Context: an optimization exercise on an open-source flow, tuned for small area, a short achievable clock period and few clock cycles. The choices shown serve that exercise and are no tape-out recipe. In this exercise RTL edits were held to simulation tests only and were not proved equivalent to the original. Power is estimated from default activity; no workload was simulated.

$ cat design.v
package drb_pkg;
  function automatic logic [3:0] rect_count(input logic [3:0] r);
    case (r)
      4'd0: rect_count = 4'd1;
      4'd1: rect_count = 4'd2;
      4'd2: rect_count = 4'd3;
      4'd3: rect_count = 4'd3;
      4'd4: rect_count = 4'd4;
      4'd5: rect_count = 4'd4;
      4'd6: rect_count = 4'd5;
      4'd7: rect_count = 4'd6;
      4'd8: rect_count = 4'd6;
      4'd9: rect_count = 4'd7;
      4'd10: rect_count = 4'd7;
      4'd11: rect_count = 4'd8;
      4'd12: rect_count = 4'd9;
      4'd13: rect_count = 4'd9;
      4'd14: rect_count = 4'd10;
      4'd15: rect_count = 4'd10;
      default: rect_count = 4'd0;
    endcase
  endfunction
  function automatic logic [7:0] rect_wa(input logic [3:0] r, input logic [3:0] idx);
    case ({r, idx})
      8'h00: rect_wa = {4'd0, 4'd0};
      8'h10: rect_wa = {4'd1, 4'd0};
      8'h11: rect_wa = {4'd0, 4'd1};
      8'h20: rect_wa = {4'd2, 4'd0};
      8'h21: rect_wa = {4'd1, 4'd1};
      8'h22: rect_wa = {4'd0, 4'd2};
      8'h30: rect_wa = {4'd3, 4'd0};
      8'h31: rect_wa = {4'd2, 4'd2};
      8'h32: rect_wa = {4'd0, 4'd3};
      8'h40: rect_wa = {4'd4, 4'd0};
      8'h41: rect_wa = {4'd3, 4'd2};
      8'h42: rect_wa = {4'd2, 4'd3};
      8'h43: rect_wa = {4'd0, 4'd4};
      8'h50: rect_wa = {4'd5, 4'd0};
      8'h51: rect_wa = {4'd4, 4'd3};
      8'h52: rect_wa = {4'd3, 4'd4};
      8'h53: rect_wa = {4'd0, 4'd5};
      8'h60: rect_wa = {4'd6, 4'd0};
      8'h61: rect_wa = {4'd5, 4'd3};
      8'h62: rect_wa = {4'd4, 4'd4};
      8'h63: rect_wa = {4'd3, 4'd5};
      8'h64: rect_wa = {4'd0, 4'd6};
      8'h70: rect_wa = {4'd7, 4'd0};
      8'h71: rect_wa = {4'd6, 4'd3};
      8'h72: rect_wa = {4'd5, 4'd4};
      8'h73: rect_wa = {4'd4, 4'd5};
      8'h74: rect_wa = {4'd3, 4'd6};
      8'h75: rect_wa = {4'd0, 4'd7};
      8'h80: rect_wa = {4'd8, 4'd0};
      8'h81: rect_wa = {4'd7, 4'd3};
      8'h82: rect_wa = {4'd6, 4'd5};
      8'h83: rect_wa = {4'd5, 4'd6};
      8'h84: rect_wa = {4'd3, 4'd7};
      8'h85: rect_wa = {4'd0, 4'd8};
      8'h90: rect_wa = {4'd9, 4'd0};
      8'h91: rect_wa = {4'd8, 4'd4};
      8'h92: rect_wa = {4'd7, 4'd5};
      8'h93: rect_wa = {4'd6, 4'd6};
      8'h94: rect_wa = {4'd5, 4'd7};
      8'h95: rect_wa = {4'd4, 4'd8};
      8'h96: rect_wa = {4'd0, 4'd9};
      8'ha0: rect_wa = {4'd10, 4'd0};
      8'ha1: rect_wa = {4'd9, 4'd4};
      8'ha2: rect_wa = {4'd8, 4'd6};
      8'ha3: rect_wa = {4'd7, 4'd7};
      8'ha4: rect_wa = {4'd6, 4'd8};
      8'ha5: rect_wa = {4'd4, 4'd9};
      8'ha6: rect_wa = {4'd0, 4'd10};
      8'hb0: rect_wa = {4'd11, 4'd0};
      8'hb1: rect_wa = {4'd10, 4'd4};
      8'hb2: rect_wa = {4'd9, 4'd6};
      8'hb3: rect_wa = {4'd8, 4'd7};
      8'hb4: rect_wa = {4'd7, 4'd8};
      8'hb5: rect_wa = {4'd6, 4'd9};
      8'hb6: rect_wa = {4'd4, 4'd10};
      8'hb7: rect_wa = {4'd0, 4'd11};
      8'hc0: rect_wa = {4'd12, 4'd0};
      8'hc1: rect_wa = {4'd11, 4'd4};
      8'hc2: rect_wa = {4'd10, 4'd6};
      8'hc3: rect_wa = {4'd9, 4'd7};
      8'hc4: rect_wa = {4'd8, 4'd8};
      8'hc5: rect_wa = {4'd7, 4'd9};
      8'hc6: rect_wa = {4'd6, 4'd10};
      8'hc7: rect_wa = {4'd4, 4'd11};
      8'hc8: rect_wa = {4'd0, 4'd12};
      8'hd0: rect_wa = {4'd13, 4'd0};
      8'hd1: rect_wa = {4'd12, 4'd5};
      8'hd2: rect_wa = {4'd11, 4'd6};
      8'hd3: rect_wa = {4'd10, 4'd8};
      8'hd4: rect_wa = {4'd9, 4'd9};
      8'hd5: rect_wa = {4'd8, 4'd10};
      8'hd6: rect_wa = {4'd6, 4'd11};
      8'hd7: rect_wa = {4'd5, 4'd12};
      8'hd8: rect_wa = {4'd0, 4'd13};
      8'he0: rect_wa = {4'd14, 4'd0};
      8'he1: rect_wa = {4'd13, 4'd5};
      8'he2: rect_wa = {4'd12, 4'd7};
      8'he3: rect_wa = {4'd11, 4'd8};
      8'he4: rect_wa = {4'd10, 4'd9};
      8'he5: rect_wa = {4'd9, 4'd10};
      8'he6: rect_wa = {4'd8, 4'd11};
      8'he7: rect_wa = {4'd7, 4'd12};
      8'he8: rect_wa = {4'd5, 4'd13};
      8'he9: rect_wa = {4'd0, 4'd14};
      8'hf0: rect_wa = {4'd15, 4'd0};
      8'hf1: rect_wa = {4'd14, 4'd5};
      8'hf2: rect_wa = {4'd13, 4'd7};
      8'hf3: rect_wa = {4'd12, 4'd9};
      8'hf4: rect_wa = {4'd11, 4'd10};
      8'hf5: rect_wa = {4'd10, 4'd11};
      8'hf6: rect_wa = {4'd9, 4'd12};
      8'hf7: rect_wa = {4'd7, 4'd13};
      8'hf8: rect_wa = {4'd5, 4'd14};
      8'hf9: rect_wa = {4'd0, 4'd15};
      default: rect_wa = 8'h00;
    endcase
  endfunction
endpackage
module drb_cell (
  input  logic       clk,
  input  logic       keep,
  input  logic [3:0] r,
  input  logic [3:0] c,
  output logic       q
);
  logic y;
  drb_aoi222 u_aoi (.a0(q), .b0(keep), .a1(r[0]), .b1(c[0]), .a2(r[1]), .b2(c[1]), .y(y));
  always_ff @(posedge clk) begin
    q <= !((r[2] || c[2]) && (r[3] || c[3]) && y);
  end
endmodule
module drb_oai221 (
  input  logic a1,
  input  logic a2,
  input  logic b1,
  input  logic b2,
  input  logic c,
  output logic y
);
  assign y = !((a1 || a2) && (b1 || b2) && c);
endmodule
module drb_rdcol (
  input  logic [4095:0] map,
  input  logic [63:0]   csel,
  output logic [63:0]   rows
);
  for (genvar r = 0; r < 64; r++) begin : g_row
    drb_sel64 u_row (.d(map[r*64 +: 64]), .s(csel), .o(rows[r]));
  end
endmodule
module drb_rdrow (
  input  logic [63:0] rows,
  input  logic        hit,
  input  logic        en,
  input  logic [5:0]  y,
  output logic        bit_
);
  logic [63:0] rsel;
  logic        any;
  always_comb begin
    for (int i = 0; i < 64; i++) rsel[i] = (y == 6'(i));
  end
  drb_sel64 u_sel (.d(rows), .s(rsel), .o(any));
  assign bit_ = en && (any || hit);
endmodule
module drb_sel64 (
  input  logic [63:0] d,
  input  logic [63:0] s,
  output logic        o
);
  logic [23:0] y;    
  logic [5:0]  z;    
  for (genvar i = 0; i < 22; i++) begin : g_a
    if (3 * i + 2 < 64) begin : g_3
      drb_aoi222 u_aoi (.a0(d[3*i]), .b0(s[3*i]), .a1(d[3*i+1]), .b1(s[3*i+1]),
                        .a2(d[3*i+2]), .b2(s[3*i+2]), .y(y[i]));
    end else begin : g_1
      assign y[i] = !(d[3*i] && s[3*i]);
    end
  end
  assign y[23:22] = 2'b11;
  for (genvar i = 0; i < 6; i++) begin : g_n
    drb_nand4 u_nand (.a(y[4*i +: 4]), .y(z[i]));
  end
  assign o = |z;
endmodule
module drb_aoi222 (
  input  logic a0,
  input  logic b0,
  input  logic a1,
  input  logic b1,
  input  logic a2,
  input  logic b2,
  output logic y
);
  assign y = !((a0 && b0) || (a1 && b1) || (a2 && b2));
endmodule
module drb_nand4 (
  input  logic [3:0] a,
  output logic       y
);
  assign y = !(&a);
endmodule
module drb_mask #(
  parameter bit INV = 0
) (
  input  logic        en,
  input  logic [5:0]  lo,
  input  logic [5:0]  hi,
  output logic [63:0] m
);
  logic [63:0] ge;
  logic [63:0] le;
  drb_therm #(.LE(0)) u_ge (.v(lo), .t(ge));
  drb_therm #(.LE(1)) u_le (.v(hi), .t(le));
  assign m = INV ? ~(ge & le & {64{en}}) : (ge & le & {64{en}});
endmodule
module drb_therm #(
  parameter bit LE = 0
) (
  input  logic [5:0]  v,
  output logic [63:0] t
);
  always_comb begin
    t = '0;
    t[0] = LE ? 1'b1 : !v[0];
    t[1] = LE ? v[0] : 1'b1;
    for (int k = 1; k < 6; k++) begin
      for (int i = 0; i < (1 << k); i++) begin
        if (LE) begin
          t[(1 << k) + i] = v[k] && t[i];
          t[i]            = v[k] || t[i];
        end else begin
          t[(1 << k) + i] = !v[k] || t[i];
          t[i]            = !v[k] && t[i];
        end
      end
    end
  end
endmodule
module drb_dstep (
  input  logic [85:0] s,
  input  logic [15:0] d,
  input  logic [17:0] d3,
  output logic [85:0] o
);
  function automatic logic [16:0] sub18(input logic [17:0] a, input logic [17:0] b);
    logic [17:0] g;
    logic [17:0] p;
    logic [17:0] pp;
    logic [17:0] sm;
    logic [17:0] nb;
    nb = ~b;
    g = a & nb;
    p = a ^ nb;
    g[0] = g[0] | p[0];
    pp = p;
    for (int lv = 0; lv < 5; lv++) begin
      for (int i = 17; i >= (1 << lv); i--) begin
        g[i]  = g[i] | (pp[i] & g[i - (1 << lv)]);
        pp[i] = pp[i] & pp[i - (1 << lv)];
      end
    end
    sm = p ^ {g[16:0], 1'b1};
    sub18 = {g[17], sm[15:0]};
  endfunction
  function automatic logic [37:0] step4(input logic [37:0] a, input logic [15:0] dd,
                                        input logic [17:0] dd3);
    logic [17:0] p;
    logic [16:0] t1;
    logic [16:0] t2;
    logic [16:0] t3;
    logic [15:0] rem;
    p  = {a[35:20], a[19:18]};
    t1 = sub18(p, {2'b00, dd});
    t2 = sub18(p, {1'b0, dd, 1'b0});
    t3 = sub18(p, dd3);
    if (t3[16])      rem = t3[15:0];
    else if (t2[16]) rem = t2[15:0];
    else if (t1[16]) rem = t1[15:0];
    else             rem = p[15:0];
    step4 = {a[37:36], rem, a[17:0], t2[16], t3[16] || (t1[16] && !t2[16])};
  endfunction
  always_comb begin
    if (s[85:84] == 2'd0) o = {s[85:80], s[79:76] - 4'd1, step4(s[75:38], d, d3),
                               step4(s[37:0], d, d3)};
    else                  o = s;
  end
endmodule
module drb_rect_rom (
  input  logic [3:0] r,
  input  logic [3:0] idx,
  output logic [7:0] wa
);
  assign wa = drb_pkg::rect_wa(r, idx);
endmodule
module drb_rect_rom_k #(
  parameter int K = 0
) (
  input  logic [3:0] r,
  output logic [7:0] wa
);
  assign wa = drb_pkg::rect_wa(r, 4'(K));
endmodule
module drb_rect_cnt (
  input  logic [3:0] r,
  output logic [3:0] n
);
  assign n = drb_pkg::rect_count(r);
endmodule
module drb_insub (
  input  logic [23:0] w,
  input  logic [23:0] o,
  output logic [24:0] n
);
  assign n = {w[23], w} - {o[23], o};
endmodule
module drb_align (
  input  logic [55:0] i,
  input  logic [15:0] d,
  input  logic [4:0]  big3_at,
  input  logic [4:0]  big4_at,
  output logic [85:0] o
);
  function automatic logic [37:0] align(input logic neg, input logic [23:0] a,
                                        input logic [1:0] sel, input logic [15:0] dd);
    logic ovf;
    ovf = (dd[15:4] == '0) && (a[23:20] >= dd[3:0]);
    case (sel)
      2'd0:    align = {neg, 1'b0, a[21:6], a[5:0], 14'd0};    
      2'd1:    align = {neg, 1'b0, a[23:8], a[7:0], 12'd0};    
      default: align = {neg, ovf, 12'd0, a[23:20], a[19:0]};   
    endcase
  endfunction
  logic [23:0] m3;
  logic [23:0] m4;
  logic [23:0] ax;
  logic [23:0] ay;
  logic        bx3;
  logic        by3;
  logic        bx4;
  logic        by4;
  logic [1:0]  sel;
  always_comb begin
    for (int k = 0; k < 24; k++) begin
      m3[k] = (big3_at <= 5'(k));
      m4[k] = (big4_at <= 5'(k));
    end
    ax = i[48:25] ^ {24{i[49]}};
    ay = i[23:0] ^ {24{i[24]}};
    bx3 = i[49] ? |(~i[48:25] & m3) : |(i[48:25] & m3);
    by3 = i[24] ? |(~i[23:0] & m3)  : |(i[23:0] & m3);
    bx4 = i[49] ? |(~i[48:25] & m4) : |(i[48:25] & m4);
    by4 = i[24] ? |(~i[23:0] & m4)  : |(i[23:0] & m4);
    if (!bx3 && !by3)      sel = 2'd0;
    else if (!bx4 && !by4) sel = 2'd1;
    else                   sel = 2'd2;
    if (i[55:54] == 2'd0) begin
      o = {i[55:50], (sel == 2'd0) ? 4'd3 : (sel == 2'd1) ? 4'd4 : 4'd10,
           align(i[49], ax, sel, d), align(i[24], ay, sel, d)};
    end else begin
      o = {i[55:50], 4'd0, 30'd0, i[32:25], 30'd0, i[7:0]};
    end
  end
endmodule
module drb_post (
  input  logic [1:0]  cmd,
  input  logic [3:0]  rad,
  input  logic [21:0] x,       
  input  logic [21:0] y,
  input  logic [6:0]  cols,
  input  logic [6:0]  rows,
  output logic [46:0] e
);
  function automatic logic [17:0] centre(input logic [21:0] a);
    logic [19:0] q;
    q = a[19:0];
    if (!a[21]) begin
      if (a[20] || (q[19:17] != '0) || (q[16] && q[15:0] != '0)) centre = 18'd65536;
      else                                                         centre = {1'b0, q[16:0]};
    end else begin
      if (a[20] || q[19:16] != '0) centre = 18'h30000;
      else                         centre = ~{2'b00, q[15:0]};
    end
  endfunction
  function automatic logic on_axis(input logic [21:0] a, input logic [6:0] lim);
    on_axis = (a[21:6] == '0) && ({1'b0, a[5:0]} < lim);
  endfunction
  logic [3:0]  n;
  logic [17:0] vx;
  logic [17:0] vy;
  logic        disc;
  drb_rect_cnt u_cnt (.r(rad), .n(n));
  always_comb begin
    disc = (cmd == 2'd0);
    vx   = disc ? centre(x) : {{10{x[7]}}, x[7:0]};
    vy   = disc ? centre(y) : {{10{y[7]}}, y[7:0]};
    e    = {cmd == 2'd2, disc, disc ? rad : 4'd0,
            disc ? n : (cmd == 2'd1) ? 4'd1 : 4'd0,
            (cmd != 2'd3) && on_axis(x, cols) && on_axis(y, rows), vx, vy};
  end
endmodule
module drb_issue (
  input  logic [46:0]  bq0,
  input  logic [46:0]  bq1,
  input  logic [1:0]   cnt,
  input  logic [3:0]   j,
  input  logic [3:0]   m0,
  input  logic         credit,
  input  logic [3:0]   new_n,
  output logic         retire,
  output logic [3:0]   j_nxt,
  output logic [3:0]   m0_nxt,
  output logic [99:0]  iss
);
  function automatic logic [7:0] clampc(input logic [17:0] v);
    if (v[17] && (v[16:4] != 13'h1fff))                    clampc = 8'hf0;    
    else if (!v[17] && (v[16:7] != '0 || v[6:0] > 7'd79)) clampc = 8'd79;
    else                                                   clampc = v[7:0];
  endfunction
  logic       v0;
  logic       v1;
  logic       go;
  logic       fin;
  logic [3:0] n1;
  logic [3:0] nx;
  logic [7:0] xc0;
  logic [7:0] yc0;
  logic [7:0] xc1;
  logic [7:0] yc1;
  logic [31:0] wa0;      
  logic [31:0] wa1;      
  for (genvar p = 0; p < 4; p++) begin : g_rom
    drb_rect_rom u_rom0 (.r(bq0[44:41]), .idx(j + 4'(p)), .wa(wa0[p*8 +: 8]));
    drb_rect_rom_k #(.K(p)) u_rom1 (.r(bq1[44:41]), .wa(wa1[p*8 +: 8]));
  end
  always_comb begin
    v0     = (cnt != 2'd0);
    v1     = cnt[1];
    go     = v0 && credit;
    fin    = (m0 <= 4'd4);
    retire = go && fin;
    n1     = bq1[40:37];
    nx     = (n1 < 4'd4 - m0) ? n1 : 4'd4 - m0;
    xc0    = clampc(bq0[35:18]);
    yc0    = clampc(bq0[17:0]);
    xc1    = clampc(bq1[35:18]);
    yc1    = clampc(bq1[17:0]);
    if (retire) begin
      j_nxt  = v1 ? nx : 4'd0;
      m0_nxt = v1 ? n1 - nx : new_n;
    end else if (go) begin
      j_nxt  = j + 4'd4;
      m0_nxt = m0 - 4'd4;
    end else if (v0) begin
      j_nxt  = j;
      m0_nxt = m0;
    end else begin
      j_nxt  = 4'd0;
      m0_nxt = new_n;
    end
    for (int p = 0; p < 4; p++) begin
      if (go && m0 > 4'(p)) begin
        iss[p*25 +: 25] = {1'b1, wa0[p*8 +: 8], xc0, yc0};
      end else if (retire && v1 && 4'(p) >= m0 && 4'(p) - m0 < n1) begin
        iss[p*25 +: 25] = {1'b1, wa1[(p - int'(m0)) * 8 +: 8], xc1, yc1};
      end else begin
        iss[p*25 +: 25] = '0;
      end
    end
  end
endmodule
module drb_bounds (
  input  logic [24:0] iss,
  input  logic [6:0]  rows,
  input  logic [6:0]  cols,
  output logic [24:0] rect
);
  function automatic logic [12:0] clip(input logic [7:0] c, input logic [3:0] w,
                                       input logic [6:0] lim);
    logic [7:0] lo;
    logic [7:0] hi;
    lo = c - {4'd0, w};
    hi = c + {4'd0, w};
    if (!hi[7] && hi[6:0] >= lim) hi = {1'b0, lim} - 8'd1;
    clip = {!(!lo[7] && lo[6]) && !hi[7], lo[7] ? 6'd0 : lo[5:0], hi[5:0]};
  endfunction
  logic [12:0] rb;
  logic [12:0] cb;
  always_comb begin
    rb   = clip(iss[7:0], iss[19:16], rows);
    cb   = clip(iss[15:8], iss[23:20], cols);
    rect = {iss[24] && rb[12] && cb[12], rb[11:0], cb[11:0]};
  end
endmodule
module disc_reveal_bitmap (
  input  logic                                clk,
  input  logic                                rst_n,
  input  logic                                in_valid,
  output logic                                in_ready,
  input  logic [1:0]                          in_cmd,
  input  logic signed [23:0]                  in_world_x,
  input  logic signed [23:0]                  in_world_y,
  input  logic [3:0]                          in_radius,
  input  logic signed [7:0]                   in_cell_x,
  input  logic signed [7:0]                   in_cell_y,
  output logic                                out_valid,
  input  logic                                out_ready,
  output logic                                out_revealed_bit,
  output logic                                out_in_bounds,
  output logic signed [17:0]                  out_center_x,
  output logic signed [17:0]                  out_center_y,
  input  logic                                cfg_we,
  input  logic [2:0]                          cfg_idx,
  input  logic [23:0]                         cfg_wdata
);
  localparam int NP = 4;    
  localparam int NH = 2;    
  localparam int NQ = 4;    
  localparam logic [1:0] CMD_DISC = 2'd0;
  logic [6:0]         grid_cols_r;
  logic [6:0]         grid_rows_r;
  logic signed [23:0] origin_x_r;
  logic signed [23:0] origin_y_r;
  logic [15:0]        cell_size_r;
  always_ff @(posedge clk) begin
    if (!rst_n) begin
      grid_cols_r <= 7'd64;
      grid_rows_r <= 7'd64;
      origin_x_r  <= '0;
      origin_y_r  <= '0;
      cell_size_r <= 16'd8192;
    end else if (cfg_we) begin
      case (cfg_idx)
        3'd0: grid_cols_r <= cfg_wdata[6:0];
        3'd1: grid_rows_r <= cfg_wdata[6:0];
        3'd2: origin_x_r  <= cfg_wdata;
        3'd3: origin_y_r  <= cfg_wdata;
        3'd4: cell_size_r <= cfg_wdata[15:0];
        default: ;
      endcase
    end
  end
  logic [6:0]  cols_eff;
  logic [6:0]  rows_eff;
  logic [15:0] den;
  logic [17:0] den3;       
  logic [4:0]  big3_at;    
  logic [4:0]  big4_at;    
  always_ff @(posedge clk) begin
    logic [4:0] dl;
    dl = 5'd1;
    for (int i = 0; i < 16; i++) begin
      if (cell_size_r[i]) dl = 5'(i + 1);
    end
    cols_eff <= (grid_cols_r > 7'd64) ? 7'd64 : grid_cols_r;
    rows_eff <= (grid_rows_r > 7'd64) ? 7'd64 : grid_rows_r;
    den      <= (cell_size_r == '0) ? 16'd1 : cell_size_r;
    den3     <= {2'b00, den} + {1'b0, den, 1'b0};
    big3_at  <= dl + 5'd5;
    big4_at  <= dl + 5'd7;
  end
  localparam int IFW = 56;
  logic [IFW-1:0] if0;
  logic [IFW-1:0] if1;
  logic [1:0]     if_cnt;
  logic           in_ready_r;
  logic [IFW-1:0] if_new;
  logic           if_acc;
  logic           if_pop;
  logic [24:0]    fx;
  logic [24:0]    fy;
  drb_insub u_subx (.w(in_world_x), .o(origin_x_r), .n(fx));
  drb_insub u_suby (.w(in_world_y), .o(origin_y_r), .n(fy));
  always_comb begin
    if (in_cmd == CMD_DISC) if_new = {in_cmd, in_radius, fx, fy};
    else if_new = {in_cmd, in_radius, 1'b0, 16'd0, in_cell_x, 1'b0, 16'd0, in_cell_y};
  end
  assign in_ready = in_ready_r;
  assign if_acc   = in_valid && in_ready_r;
  always_ff @(posedge clk) begin
    logic [1:0] nxt_cnt;
    if (!rst_n) begin
      if_cnt     <= '0;
      in_ready_r <= 1'b1;
    end else begin
      nxt_cnt    = if_cnt + 2'(if_acc) - 2'(if_pop);
      if_cnt     <= nxt_cnt;
      in_ready_r <= (nxt_cnt < 2'd2);
    end
  end
  always_ff @(posedge clk) begin
    if (if_pop) begin
      if0 <= (if_cnt == 2'd2) ? if1 : if_new;
    end else if (if_acc && if_cnt == 2'd0) begin
      if0 <= if_new;
    end
    if (if_acc && (if_cnt == 2'd1) != if_pop) begin
      if1 <= if_new;
    end
  end
  localparam int DVW = 86;
  logic [DVW-1:0] a_q;
  logic           a_v;
  logic [DVW-1:0] d1_q;
  logic           d1_v;
  logic [DVW-1:0] d2_q;
  logic           d2_v;
  logic [DVW-1:0] d3_q;
  logic           d3_v;
  logic [DVW-1:0] a_new;
  logic [DVW-1:0] a_step;
  logic [DVW-1:0] d1_step;
  logic [DVW-1:0] d2_step;
  logic a_loop;
  logic a_leave;
  logic d1_leave;
  logic d2_leave;
  logic d3_leave;
  logic bq_room;
  drb_align u_align (.i(if0), .d(den), .big3_at(big3_at), .big4_at(big4_at), .o(a_new));
  drb_dstep u_step_a  (.s(a_q),  .d(den), .d3(den3), .o(a_step));
  drb_dstep u_step_d1 (.s(d1_q), .d(den), .d3(den3), .o(d1_step));
  drb_dstep u_step_d2 (.s(d2_q), .d(den), .d3(den3), .o(d2_step));
  assign d3_leave = d3_v && bq_room;
  assign d2_leave = d2_v && (!d3_v || d3_leave);
  assign d1_leave = d1_v && (!d2_v || d2_leave);
  assign a_loop   = a_v && (a_q[79:76] > 4'd3);
  assign a_leave  = a_v && !a_loop && (!d1_v || d1_leave);
  assign if_pop   = (if_cnt != 2'd0) && (!a_v || a_leave);
  always_ff @(posedge clk) begin
    if (!rst_n) begin
      a_v  <= 1'b0;
      d1_v <= 1'b0;
      d2_v <= 1'b0;
      d3_v <= 1'b0;
    end else begin
      if (if_pop)        a_v  <= 1'b1;
      else if (a_leave)  a_v  <= 1'b0;
      if (a_leave)       d1_v <= 1'b1;
      else if (d1_leave) d1_v <= 1'b0;
      if (d1_leave)      d2_v <= 1'b1;
      else if (d2_leave) d2_v <= 1'b0;
      if (d2_leave)      d3_v <= 1'b1;
      else if (d3_leave) d3_v <= 1'b0;
    end
  end
  always_ff @(posedge clk) begin
    if (if_pop)        a_q  <= a_new;
    else if (a_loop)   a_q  <= a_step;
    if (a_leave)       d1_q <= a_step;
    if (d1_leave)      d2_q <= d1_step;
    if (d2_leave)      d3_q <= d2_step;
  end
  localparam int BQW = 47;
  logic [BQW-1:0] post_new;
  logic [BQW-1:0] bq0;
  logic [BQW-1:0] bq1;
  logic [BQW-1:0] bq2;
  logic [1:0]     bq_cnt;
  logic           retire;
  drb_post u_post (.cmd(d3_q[85:84]), .rad(d3_q[83:80]), .x({d3_q[75:74], d3_q[57:38]}),
                   .y({d3_q[37:36], d3_q[19:0]}), .cols(cols_eff), .rows(rows_eff),
                   .e(post_new));
  assign bq_room = (bq_cnt != 2'd3);
  always_ff @(posedge clk) begin
    if (!rst_n) bq_cnt <= '0;
    else        bq_cnt <= bq_cnt + 2'(d3_leave) - 2'(retire);
  end
  always_ff @(posedge clk) begin
    if (retire) begin
      bq0 <= (bq_cnt == 2'd1) ? post_new : bq1;
      bq1 <= (bq_cnt == 2'd2) ? post_new : bq2;
      if (bq_cnt == 2'd3) bq2 <= post_new;
    end else if (d3_leave) begin
      case (bq_cnt)
        2'd0:    bq0 <= post_new;
        2'd1:    bq1 <= post_new;
        default: bq2 <= post_new;
      endcase
    end
  end
  logic [3:0] j_r;            
  logic [3:0] m0_r;           
  logic       credit_r;       
  logic [2:0] out_cnt;
  logic       b0b_res_v;
  logic       b1_res_v;
  logic       out_pop;
  logic [NP*25-1:0] b0_iss;
  logic [3:0]       j_nxt;
  logic [3:0]       m0_nxt;
  drb_issue u_issue (
    .bq0     (bq0),
    .bq1     (bq1),
    .cnt     (bq_cnt),
    .j       (j_r),
    .m0      (m0_r),
    .credit  (credit_r),
    .new_n   (post_new[40:37]),
    .retire  (retire),
    .j_nxt   (j_nxt),
    .m0_nxt  (m0_nxt),
    .iss     (b0_iss)
  );
  always_ff @(posedge clk) begin
    logic [2:0] oc;
    oc = out_cnt + 3'(b1_res_v) - 3'(out_pop);
    if (!rst_n) begin
      j_r      <= '0;
      m0_r     <= '0;
      credit_r <= 1'b1;
    end else begin
      j_r      <= j_nxt;
      m0_r     <= m0_nxt;
      credit_r <= ({1'b0, oc} + 4'(retire) + 4'(b0b_res_v)) <= 4'(NQ - 1);
    end
  end
  logic [NP*25-1:0] b0b_iss;
  logic             b0b_rd_v;
  logic [5:0]       b0b_rd_x;
  logic [63:0]      b0b_rd_csel;   
  logic [5:0]       b0b_rd_y;
  logic [36:0]      b0b_res;       
  always_ff @(posedge clk) begin
    if (!rst_n) begin
      b0b_iss   <= '0;
      b0b_res_v <= 1'b0;
      b0b_rd_v  <= 1'b0;
    end else begin
      b0b_iss   <= b0_iss;
      b0b_res_v <= retire;
      b0b_rd_v  <= retire && bq0[46] && bq0[36];
    end
    b0b_rd_x <= bq0[23:18];
    for (int i = 0; i < 64; i++) b0b_rd_csel[i] <= (bq0[23:18] == 6'(i));
    b0b_rd_y <= bq0[5:0];
    b0b_res  <= {bq0[36], bq0[45] ? bq0[35:0] : 36'd0};
  end
  logic [NP*25-1:0] b0b_rect;
  for (genvar p = 0; p < NP; p++) begin : g_bnd
    drb_bounds u_bnd (.iss(b0b_iss[p*25 +: 25]), .rows(rows_eff), .cols(cols_eff),
                      .rect(b0b_rect[p*25 +: 25]));
  end
  logic [NP*25-1:0] b1_rect;
  logic             b1_rd_v;
  logic [5:0]       b1_rd_y;
  logic [36:0]      b1_res;
  logic             keep_r;
  always_ff @(posedge clk) begin
    keep_r <= rst_n;
    if (!rst_n) begin
      b1_rect  <= '0;
      b1_res_v <= 1'b0;
      b1_rd_v  <= 1'b0;
    end else begin
      b1_rect  <= b0b_rect;
      b1_res_v <= b0b_res_v;
      b1_rd_v  <= b0b_rd_v;
    end
    b1_rd_y <= b0b_rd_y;
    b1_res  <= b0b_res;
  end
  logic [4095:0]    map_q;
  logic [NP*64-1:0] rmask;    
  logic [NP*64-1:0] cmask;    
  for (genvar p = 0; p < NP; p++) begin : g_port
    logic [63:0] rm;
    logic [63:0] cm;
    drb_mask #(.INV(p >= NH)) u_rmask (
      .en  (b1_rect[p*25+24]),
      .lo  (b1_rect[p*25+23 -: 6]),
      .hi  (b1_rect[p*25+17 -: 6]),
      .m   (rm)
    );
    drb_mask #(.INV(p >= NH)) u_cmask (
      .en  (1'b1),
      .lo  (b1_rect[p*25+11 -: 6]),
      .hi  (b1_rect[p*25+5 -: 6]),
      .m   (cm)
    );
    for (genvar i = 0; i < 64; i++) begin : g_bit
      assign rmask[i*NP+p] = rm[i];
      assign cmask[i*NP+p] = cm[i];
    end
  end
  for (genvar y = 0; y < 64; y++) begin : g_row
    for (genvar x = 0; x < 64; x++) begin : g_col
      drb_cell u_cell (
        .clk  (clk),
        .keep (keep_r),
        .r    (rmask[y*NP +: NP]),
        .c    (cmask[x*NP +: NP]),
        .q    (map_q[y*64+x])
      );
    end
  end
  logic [63:0] rd_rows;
  logic        rd_hit;
  logic [63:0] b1_rows;
  logic        b1_hit;
  logic        rd_bit;
  drb_rdcol u_rdcol (.map(map_q), .csel(b0b_rd_csel), .rows(rd_rows));
  always_comb begin
    logic [24:0] rc;
    rd_hit = 1'b0;
    for (int p = 0; p < NP; p++) begin
      rc = b1_rect[p*25 +: 25];
      if (rc[24] && b0b_rd_y >= rc[23:18] && b0b_rd_y <= rc[17:12] &&
          b0b_rd_x >= rc[11:6] && b0b_rd_x <= rc[5:0]) begin
        rd_hit = 1'b1;
      end
    end
  end
  always_ff @(posedge clk) begin
    b1_rows <= rd_rows;
    b1_hit  <= rd_hit;
  end
  drb_rdrow u_rdrow (.rows(b1_rows), .hit(b1_hit), .en(b1_rd_v), .y(b1_rd_y), .bit_(rd_bit));
  logic [37:0] oq [NQ];
  logic [37:0] res_new;
  logic        out_vld_r;
  logic [1:0]  oq_h;        
  logic [1:0]  oq_t;        
  logic [37:0] out_r;
  assign res_new = {rd_bit, b1_res};
  assign out_pop = out_vld_r && out_ready;
  always_ff @(posedge clk) begin
    logic [2:0] nxt_cnt;
    if (!rst_n) begin
      out_cnt   <= '0;
      out_vld_r <= 1'b0;
      oq_h      <= '0;
      oq_t      <= '0;
    end else begin
      nxt_cnt   = out_cnt + 3'(b1_res_v) - 3'(out_pop);
      out_cnt   <= nxt_cnt;
      out_vld_r <= (nxt_cnt != 3'd0);
      oq_h      <= oq_h + 2'(out_pop);
      oq_t      <= oq_t + 2'(b1_res_v);
    end
  end
  always_ff @(posedge clk) begin
    logic [1:0] h;
    for (int i = 0; i < NQ; i++) begin
      if (b1_res_v && oq_t == 2'(i)) oq[i] <= res_new;
    end
    h = oq_h + 2'(out_pop);
    out_r <= (b1_res_v && oq_t == h) ? res_new : oq[h];
  end
  assign out_valid        = out_vld_r;
  assign out_revealed_bit = out_r[37];
  assign out_in_bounds    = out_r[36];
  assign out_center_x     = out_r[35:18];
  assign out_center_y     = out_r[17:0];
endmodule
$ cat flow/run.sh
#!/bin/bash
set -euo pipefail
RES=orfs/results/${FLOW_PLATFORM}/disc_reveal_bitmap/base
bash standard.sh SETUP_SLACK_MARGIN=6.6 synth floorplan > std_synth_floorplan.log 2>&1
openroad -python -no_init -exit flow/place_map.py "$RES/2_floorplan.odb" 26 4 2 2 9 1 > place_map.log 2>&1
bash standard.sh SETUP_SLACK_MARGIN=6.6 finish > std_place_to_finish.log 2>&1
$ cat flow/place_map.py
# Places the bit-map cells (instances g_row[y].g_col[x].u_cell.*) in a regular 64 x 64 array
# before global placement, and marks them FIRM so that the placer arranges the rest around it.
# Bit (x, y): its flip-flop in row r0 + rb*y, its gates go rows above it, spaced gg sites
# apart; the other rows of each bit row are left to the placer (read-mux cells, buffers)
# and to the router.
import odb
import re
import sys

path = sys.argv[1]
px = int(sys.argv[2]) if len(sys.argv) > 2 else 22     # bit pitch in sites
rb = int(sys.argv[3]) if len(sys.argv) > 3 else 4      # rows per bit row
go = int(sys.argv[4]) if len(sys.argv) > 4 else 2      # row of the gates above the flip-flop
gg = int(sys.argv[5]) if len(sys.argv) > 5 else 1      # sites left between gates
jit = int(sys.argv[6]) if len(sys.argv) > 6 else 9     # row-to-row offset spread, sites
pad = int(sys.argv[7]) if len(sys.argv) > 7 else 1     # free sites kept on each side of a cell
r0 = 2                                                  # first row
s0 = 2                                                  # first site

db = odb.dbDatabase.create()
odb.read_db(db, path)
blk = db.getChip().getBlock()
rows = sorted(blk.getRows(), key=lambda r: r.getOrigin()[1])
site_w = rows[0].getSite().getWidth()

# occupied sites per row (tap cells and anything already placed)
occ = [set() for _ in rows]
row_of_y = {r.getOrigin()[1]: i for i, r in enumerate(rows)}
for inst in blk.getInsts():
    if inst.getPlacementStatus() in ("FIXED", "FIRM", "LOCKED", "PLACED") and \
            inst.getMaster().getName().startswith("sky130_fd_sc_hd__tap"):
        x, y = inst.getLocation()
        ri = row_of_y.get(y)
        if ri is None:
            continue
        s = (x - rows[ri].getOrigin()[0]) // site_w
        for k in range(inst.getMaster().getWidth() // site_w):
            occ[ri].add(s + k)

pat = re.compile(r'g_row\\?\[(\d+)\\?\]\.g_col\\?\[(\d+)\\?\]\.u_cell\.')


def driver(net):
    for it in net.getITerms():
        if it.isOutputSignal():
            return it.getInst()
    return None


def cone(flop):
    # the flip-flop and the gates that feed only its D input
    out = [flop]
    todo = [it.getNet() for it in flop.getITerms() if it.getMTerm().getName() == "D"]
    while todo:
        net = todo.pop()
        if net is None or len(net.getITerms()) != 2 or net.getBTerms():
            continue
        drv = driver(net)
        if drv is None or drv.getMaster().isSequential() or drv in out:
            continue
        out.append(drv)
        for it in drv.getITerms():
            if it.isInputSignal():
                todo.append(it.getNet())
    return out


cells = {}
for inst in blk.getInsts():
    m = pat.match(inst.getName())
    if m and inst.getMaster().isSequential():
        cells[(int(m.group(1)), int(m.group(2)))] = cone(inst)

# The gates of a cell drive one pin each, next to them: use their smallest drive strength.
swapped = 0
for insts in cells.values():
    for i in insts:
        name = i.getMaster().getName()
        base = re.sub(r'_\d+$', '', name)
        small = db.findMaster(base + "_1")
        if not i.getMaster().isSequential() and small is not None and name != base + "_1":
            i.swapMaster(small)
            swapped += 1
print("map-cell gates set to drive strength 1: %d" % swapped)

want = {}   # row index -> list of (desired site, width, inst)
flip = {}   # gates mirrored left-right: every other bit
for (y, x), insts in cells.items():
    flops = [i for i in insts if i.getMaster().isSequential()]
    gates = sorted([i for i in insts if not i.getMaster().isSequential()],
                   key=lambda i: -i.getMaster().getWidth())
    ra = r0 + rb * y
    # rows are offset from each other so that a column's cells do not stack exactly
    base = s0 + px * x + ((y * 5) % jit if jit else 0)
    for i in flops:
        want.setdefault(ra, []).append((base, i.getMaster().getWidth() // site_w, i))
    s = base
    for i in gates:
        w = i.getMaster().getWidth() // site_w
        want.setdefault(ra + go, []).append((s, w, i))
        flip[i.getName()] = (x + y) & 1
        s += w + gg

placed = 0
maxdrift = 0
for ri, lst in want.items():
    row = rows[ri]
    ox, oy = row.getOrigin()
    cur = 0
    for d, w, inst in sorted(lst, key=lambda t: t[0]):
        s = max(d, cur)
        while any((s + k) in occ[ri] for k in range(-2 * pad, w + 2 * pad)):
            s += 1
        if s + w + pad > row.getSiteCount():
            raise SystemExit("array does not fit in row %d" % ri)
        for k in range(w):
            occ[ri].add(s + k)
        cur = s + w + 2 * pad
        maxdrift = max(maxdrift, s - d)
        inst.setPlacementStatus("PLACED")
        o = row.getOrient()
        if flip.get(inst.getName()):
            o = "MY" if o == "R0" else "R180"
        inst.setOrient(o)
        inst.setLocation(ox + s * site_w, oy)
        inst.setPlacementStatus("FIRM")
        placed += 1

print("placed %d map cells, %d bits, largest shift %d sites" % (placed, len(cells), maxdrift))
odb.write_db(db, path)
$ cat standard.sh
#!/bin/bash
# synth_recipe.tcl (not shown) runs the flow's synth.tcl, then flattens the netlist and writes it again
# the make line also repeats each setting of config.mk as NAME=value (left out here)
make -C /OpenROAD-flow-scripts/flow DESIGN_CONFIG=/design/flow/config.mk WORK_HOME=/design/flow/orfs CLKGATE_MAP_FILE= SYNTH_SCRIPT=/design/flow/synth_recipe.tcl "${@:-finish}"
$ cat config.mk
export PLATFORM = sky130hd
export DESIGN_NAME = disc_reveal_bitmap
export DESIGN_NICKNAME = disc_reveal_bitmap
export VERILOG_FILES = /design/flow/design.v
export SDC_FILE = /design/flow/constraint.sdc
export NUM_CORES = 8
export LEC_CHECK = 0
export CAP_MARGIN = 30
export CELL_PAD_IN_SITES_DETAIL_PLACEMENT = 1
export CELL_PAD_IN_SITES_GLOBAL_PLACEMENT = 1
export CORE_MARGIN = 2
export CORE_UTILIZATION = 25
export CTS_CLUSTER_DIAMETER = 80
export CTS_CLUSTER_SIZE = 30
export PLACE_DENSITY = 0.35
export SLEW_MARGIN = 40
export SYNTH_HIERARCHICAL = 1
export SYNTH_MEMORY_MAX_BITS = 8192
$ cat constraint.sdc
create_clock -name core_clock -period 10.0 [get_ports {clk}]
set_input_delay 2.0000 -clock core_clock [delete_from_list [all_inputs] [get_ports {clk}]]
set_output_delay 2.0000 -clock core_clock [all_outputs]
set_load 0.01 [all_outputs]
==> run notes <==
[metal layers]
| layer | vias to the layer above | routed length (um) | GRT usage |
|---|---|---|---|
| met1 | 147000 | 673000 | 0.340 |
| met2 | 18800 | 610000 | 0.321 |
| met4 | 16 | 32400 | 0.0447 |
| met3 | 1338 | 178000 | 0.0579 |
| met5 | - | 114 | 0 |
| li1 | 122000 | - | - |
[critical path: cells and delay by family (launching register included)]
| kind | cells | cell delay (ns) |
|---|---|---|
| buffers and inverters | 3 | 0.39 |
| DFF | 1 | 0.56 |
| AOI/OAI and AO/OA | 7 | 1.54 |
| xor gates and xnor gates | 1 | 0.14 |
| and+or+nand+nor | 1 | 0.17 |
| adders and majority gates | 2 | 0.51 |
[stage by stage]
stage,utilization,power (uW),setup WS [ns],std cells,instance area [sq um]
2_1_floorplan,-,39300,-11.20,25900,304000
3_3_place_gp,0.251,47400,4.21,41800,303000
3_5_place_dp,0.255,47900,4.49,42100,309000
4_1_cts,0.272,68700,6.28,43100,329000
5_1_grt,0.276,72400,6.24,43400,334000
6_report,0.276,69600,6.37,43400,334000
[power by group]
part	switching [uW]	total, uW	internal (uW)
combinational	16700	25200	8500
sequential	1730	25400	23700
clock	10100	19000	8880
total	28500	69600	41100
[placed cells by master, fill, tap and decap left out, types with 93 or more instances in the layout]
cell type	n
o22ai_1	117
conb_1	174
a21o_1	154
a222oi_1	5462
clkbuf_16	421
nor4_1	97
dfxtp_2	135
buf_6	175
xor2_1	110
a21oi_1	559
nor2b_1	144
nor3_1	186
and3_2	111
buf_4	789
edfxtp_1	701
dfxtp_1	4525
o211ai_1	106
o21ai_0	478
xnor2_1	207
nand2_1	1155
nor2_1	861
inv_1	603
o21ai_1	105
nand3_4	264
o221ai_1	4121
nand4_1	480
o21a_1	93
o21bai_1	124
nand3_1	196
and3_4	150
a21oi_2	98
ha_1	596
mux2_2	215
nand2b_1	181
and2_1	344
buf_12	386
[state kept, by name, indices dropped and copies added, names as in the netlist, 18 cells and up]
register	cells
b1_res	37
origin_y_r	24
oq	152
out_r	38
b1_rows	64
bq0	43
den3	18
b1_rect	100
b0b_res	37
d3_q	50
bq1	47
if0	56
origin_x_r	24
d2_q	82
d1_q	82
g_row.g_col.u_cell.q	4096
b0b_iss	100
bq2	47
if1	56
b0b_rd_csel	64
a_q	86
[how the worst max path moves through the flow]
stage / start / slack, ns / cells after the start / endpoint
after floorplan: keep_r / -11.20 / 2 / g_row[0].g_col[0].u_cell.q
after global placement: out_ready / 4.21 / 9 / out_r[2]
after detailed placement: out_ready / 4.49 / 9 / out_r[3]
after CTS: out_vld_r / 6.28 / 1 / out_valid
after global routing: a_q[18] / 6.24 / 16 / a_q[33]
final: d1_q[18] / 6.37 / 14 / d2_q[34]
[repair_timing]
item                                    in CTS  in global routing
pin swaps                                  171                242
cloned                                      21                 11
endpoints found under the setup margin     648                763
resized for setup                          927                488
buffers inserted                           224                167
[area by class of cell]
cell class                 instances  area, sq um  area share
multi-input combinational      19000       163000       0.488
sequential                      5422       116000       0.347
tap                            16000        20100      0.0600
timing repair buffer            1518        18000      0.0540
clock buffer                     447        10600      0.0316
clock inverter                   289         3930      0.0118
inverter                         675         2670     0.00798
antenna                           28         70.1    0.000210
==> impl_metrics.ini <==
[route]
vias = 289000
ant_nets = 0
drtIter0Drc = 68100
drc = 0
routed_wl_um = 1490000
routed_via_density = 6.66
routedWlPerCell_um = 34.4
first_pass_iters = 14

[clock_tree]
h-tree-depth = 5
cts_root_buffer = clkbuf_16
cts_buffer_depth = 5
cts_buffers = 398
clk_pin_slew_ns = 0.10
clkLatencyLatePin_ns = 1.24
cts_tree = done
hold_buffers = 0
clock_sinks = 5422

[setup_path]
crit_required_ns = 10.78
critPathArrivalTime_ns = 4.42
path_max_fanout = 3
path_cells = inv_2 -> ha_4 -> inv_2 -> fa_2 -> a21o_1 -> a21o_1 -> a2111oi_4 -> o21ai_2 -> a41oi_2 -> buf_4 -> o21bai_4 -> xor2_1 -> and3_1 -> a221o_1
start_kind = register
r2r_end = d2_q[34]
rrSetupSlack_ns = 6.37
r2r-start = d1_q[18]
max_stage_delay_ns = 0.56
reg2regPathDepth = 14
slowest_stage = edfxtp_1
critPathKind = reg -> reg
endpoint_kind = register

[timing]
tns_ns = 0
setup_viol = 0
layout_min_cycle_time_ns = 3.63
hold_viol_final = 0
worst_slew_pin_slew_ns = 1.07
period_share = 0.363
relSlewSlack = 0.282
fin_worst_hold_slack_ns = 0.303
rsz0062_at_grt = yes
clock_skew_ns = 0.210
finalMaxSlewViolations = 0
max_freq_ghz = 0.275

[placement]
io_buffers = 141
gp_congestion = 0.933
hpwl_um = 1140000

[cells_and_area]
syn2layout_area_growth_pct = 10.2
nFillCells = 134000
fin_nets = 27800
layout-drive-gt1-share = 0.153

[floorplan]
die_h_um = 1110
core_area_sq_um = 1210000
die_w_um = 1110
num_io_pins = 142
rows = 404
start_util = 0.251
die_area_sq_um = 1220000

[power]
power.leakage_uw = 0.103
peakVddDrop_uv = 164
power-per-cell-area_nw_per_um2 = 208

[worst_hold_path]
holdPathStages = 0
hold_path_class = reg -> reg
min-delay-start = b0b_res[36]
whs_endpoint = b1_res[36]

[run_status]
outcome = timing/DRC/antenna clean

[logic_synthesis]
yosysWarnings = 23
syn_avg_cell_area_sq_um = 11.7
syn_inst = 25800
synth_area_sq_um = 303000

[global_route]
grt_start_max_net_pins = 195
grt_pass1_wl_um = 2130000
antenna_found_initial = 97
grt_util_all_layers = 0.226
grt-ovfl-total = 0
grt_pass1_vias = 284000

[flow_run]
maxCapViolCount = 0
Testbench counts, summed over its fixed seeds: cycles 3,621.

separate check: timing with driven ports:
How much do the figures lean on ideal ports? The routed layout below was timed once more, with nothing changed but the port constraints.
Step 1, drivers: a clkbuf_16 drives clk and a buf_2 each remaining input, both assumed.
Step 2, shift: input delay + t, output delay - t, t = (earliest + latest rising clock arrival at the registers) / 2. This alone moves slack from input paths to output paths.
a / b / c = ideal / step 1 / step 2; a / b = the first two.
t, ns: 1.312
slack for setup (ns): 6.366 / 6.233 / 5.438
worst setup path after step 2: input to register
slew at the worst register clock pin (ns): 0.12 / 0.12
After both steps this run still meets setup and hold. The setup slack of this run moves by -0.133 ns with the drivers and by -0.928 ns with both steps.
